This is an optimization exercise on Yosys and OpenROAD, whose aim is small area, a short achievable clock period and few clock cycles per item, not a production implementation.
RTL that was checked went through simulation tests only; none was proved equivalent to the original.
No driver is modelled on the clock port, so clock power and skew are understated where the tree is cut down; a real chip needs a root buffer or a tree.
Power and IR drop assume default switching activity.

==> module atrlp_outq, before the edit <==
module atrlp_outq (
	input  logic        clk,
	input  logic        arst_n,
	input  logic        emit,      
	input  logic [1:0]  r_kind,
	input  logic [7:0]  r_byte,
	input  logic        r_ok,
	input  logic        r_last,
	input  logic        rej,       
	output logic        adv,       
	output logic        out_valid,
	input  logic        out_ready,
	output logic [1:0]  out_kind,
	output logic [7:0]  out_byte,
	output logic        out_line_ok,
	output logic [15:0] out_bad_line_count,
	output logic        out_last
);
	logic        valid_q;
	logic [1:0]  kind_q;    
	logic [7:0]  byte_q;
	logic        last_q;
	logic [15:0] cnt_q, cnt_inc;
	assign adv = !valid_q || out_ready;
	assign out_valid          = valid_q;
	assign out_kind           = {kind_q[1], kind_q[0] && !kind_q[1]};
	assign out_byte           = byte_q;
	assign out_line_ok        = kind_q[1] && kind_q[0];
	assign out_last           = last_q;
	assign out_bad_line_count = cnt_q;
	always_ff @(posedge clk or negedge arst_n) begin
		if (!arst_n)
			valid_q <= 1'b0;
		else if (adv)
			valid_q <= emit;
	end
	always_ff @(posedge clk) begin
		if (adv) begin
			kind_q <= {r_kind[1], r_kind[0] || r_ok};
			byte_q <= r_byte;
			last_q <= r_last;
		end
	end
	logic [16:0] ones;    
	logic        step;
	assign ones[0] = 1'b1;
	assign step = adv && rej && !ones[16];
	always_ff @(posedge clk or negedge arst_n) begin
		if (!arst_n)
			cnt_q <= '0;
		else
			cnt_q <= cnt_inc;
	end
	for (genvar i = 0; i < 16; i++) begin : g_bit
		atrlp_cntbit u_bit (
			.step  (step),
			.ones  (ones[i]),
			.q     (cnt_q[i]),
			.d     (cnt_inc[i]),
			.ones1 (ones[i + 1])
		);
	end
endmodule
==> module atrlp_cntbit, before the edit <==
module atrlp_cntbit (
	input  logic step,
	input  logic ones,
	input  logic q,
	output logic d,
	output logic ones1
);
	assign d     = q ^ (step && ones);
	assign ones1 = ones && q;
endmodule
export LEC_CHECK = 0
export CAP_MARGIN = 20
export CORE_MARGIN = 2
export CORE_UTILIZATION = 40
export GPL_ROUTABILITY_DRIVEN = 1
export PLACE_DENSITY = 0.6
export SLEW_MARGIN = 20
export SYNTH_HIERARCHICAL = 1
export SYNTH_MINIMUM_KEEP_SIZE = 0
create_clock -name core_clock -period 14.0 [get_ports {clk}]
standard.sh (not shown) runs the stock make flow with config.mk's settings and CLKGATE_MAP_FILE= SYNTH_SCRIPT=/design/flow/synth_recipe.tcl, a recipe that flattens the netlist after the stock synthesis.
==> flow/flow/run.sh <==
#!/bin/bash
# The standard layout with these changes:
#  - the ports get plain sky130_fd_sc_hd__buf_1 buffers;
#  - the clock tree is one level: the flip-flops are split into 4 groups by position and
#    each group gets a clkbuf_16 driven from the clock port (flow/clock_tree.tcl), in
#    place of ORFS's CTS step;
#  - timing repair after placement and after global routing only resizes gates, and aims
#    at 10.5 ns of setup slack at the design's 14 ns clock (ORFS's own repair aims at
#    0 ns, which every path meets with room to spare).
set -euo pipefail
work=$PWD
export BUFFER_PORTS_ARGS="-buffer_cell sky130_fd_sc_hd__buf_1"
bash standard.sh place > flow_place.log 2>&1
export SETUP_SLACK_MARGIN=10.5
export SETUP_MOVE_SEQUENCE=sizeup,swap
RESULTS_DIR=$work/orfs/results/sky130hd/at_response_line_parser_unit/base \
LIB_FILE=$FLOW_HOME/platforms/sky130hd/lib/sky130_fd_sc_hd__tt_025C_1v80.lib \
PLATFORM_DIR=$FLOW_HOME/platforms/sky130hd \
DONT_USE_CELLS="$(make -s -C $FLOW_HOME DESIGN_CONFIG=$work/config.mk WORK_HOME=$work/orfs print-DONT_USE_CELLS | sed 's/^DONT_USE_CELLS: //')" \
CLK_GROUPS=4 CLK_CELL=sky130_fd_sc_hd__clkbuf_16 \
  openroad -no_init -exit flow/clock_tree.tcl > flow_clock_tree.log 2>&1
bash standard.sh finish > flow_finish.log 2>&1
Other scripts of this flow, unchanged in this note and not shown: flow/flow/clock_tree.tcl
Change:
--- a/flow/design.v
+++ b/flow/design.v
@@ -391,63 +391,75 @@
 	output logic        out_line_ok,
 	output logic [15:0] out_bad_line_count,
 	output logic        out_last
 );
 	logic        valid_q;
-	logic [1:0]  kind_q;    
+	logic [1:0]  kind_q;
 	logic [7:0]  byte_q;
+	logic        ok_q;
 	logic        last_q;
 	logic [15:0] cnt_q, cnt_inc;
 	assign adv = !valid_q || out_ready;
 	assign out_valid          = valid_q;
-	assign out_kind           = {kind_q[1], kind_q[0] && !kind_q[1]};
+	assign out_kind           = kind_q;
 	assign out_byte           = byte_q;
-	assign out_line_ok        = kind_q[1] && kind_q[0];
+	assign out_line_ok        = ok_q;
 	assign out_last           = last_q;
 	assign out_bad_line_count = cnt_q;
 	always_ff @(posedge clk or negedge arst_n) begin
 		if (!arst_n)
 			valid_q <= 1'b0;
 		else if (adv)
 			valid_q <= emit;
 	end
 	always_ff @(posedge clk) begin
-		if (adv) begin
-			kind_q <= {r_kind[1], r_kind[0] || r_ok};
+		if (adv && emit) begin
+			kind_q <= r_kind;
 			byte_q <= r_byte;
+			ok_q   <= r_ok;
 			last_q <= r_last;
 		end
 	end
 	logic [16:0] ones;    
 	logic        step;
-	assign ones[0] = 1'b1;
+	atrlp_cntones u_ones (
+		.cnt_q (cnt_q),
+		.ones  (ones)
+	);
 	assign step = adv && rej && !ones[16];
 	always_ff @(posedge clk or negedge arst_n) begin
 		if (!arst_n)
 			cnt_q <= '0;
 		else
 			cnt_q <= cnt_inc;
 	end
 	for (genvar i = 0; i < 16; i++) begin : g_bit
 		atrlp_cntbit u_bit (
-			.step  (step),
-			.ones  (ones[i]),
-			.q     (cnt_q[i]),
-			.d     (cnt_inc[i]),
-			.ones1 (ones[i + 1])
+			.step (step),
+			.ones (ones[i]),
+			.q    (cnt_q[i]),
+			.d    (cnt_inc[i])
 		);
 	end
 endmodule
+module atrlp_cntones (
+	input  logic [15:0] cnt_q,
+	output logic [16:0] ones
+);
+	always_comb begin
+		ones[0] = 1'b1;
+		for (int i = 0; i < 16; i++)
+			ones[i + 1] = ones[i] && cnt_q[i];
+	end
+endmodule
 module atrlp_cntbit (
 	input  logic step,
 	input  logic ones,
 	input  logic q,
-	output logic d,
-	output logic ones1
+	output logic d
 );
-	assign d     = q ^ (step && ones);
-	assign ones1 = ones && q;
+	assign d = q ^ (step && ones);
 endmodule
 module at_response_line_parser_unit (
 	input  logic         clk,
 	input  logic         arst_n,
 	input  logic         in_valid,
Total power came out higher slightly.
Critical path depth is lower by 1.
Die area goes up slightly.
Clock power goes up by a few percent.
Register-to-register slack improved by 0.29 ns.
Testbench counts after the change, summed over its fixed seeds: cycles 71,637, bytes 57,729.
Only the layout flow was run in the first run of this note; the RTL was not checked for function there. In every run of this note, the design's own scripts or RTL, not TritonCTS, make the clock network.

-- re-timing with driven ports --
Ports are ideal in the flow. The routed layouts listed here were re-timed in OpenROAD. Step 1, drivers: a clkbuf_16 drives clk and a buf_2 each remaining input, both assumed. Step 2 moves the port delays by t, midway between the first and last clock arrival at a register: inputs arrive t later, outputs are due t later. That takes back most of the time a late clock gives input paths. a / b / c = no drivers / after step 1 / after step 2; a / b = the first two.
run | t (ns) | setup slack, ns | cell pins on the clock port's net
the first run | 0.221 | 10.240 / 10.275 / 10.080 | 4
the second run | 0.224 | 10.388 / 10.321 / 10.231 | 4
After both steps every run listed still meets setup and hold. For the first run, which loses most, drivers alone change the setup slack by +0.035 ns; drivers and shift together by -0.160 ns.
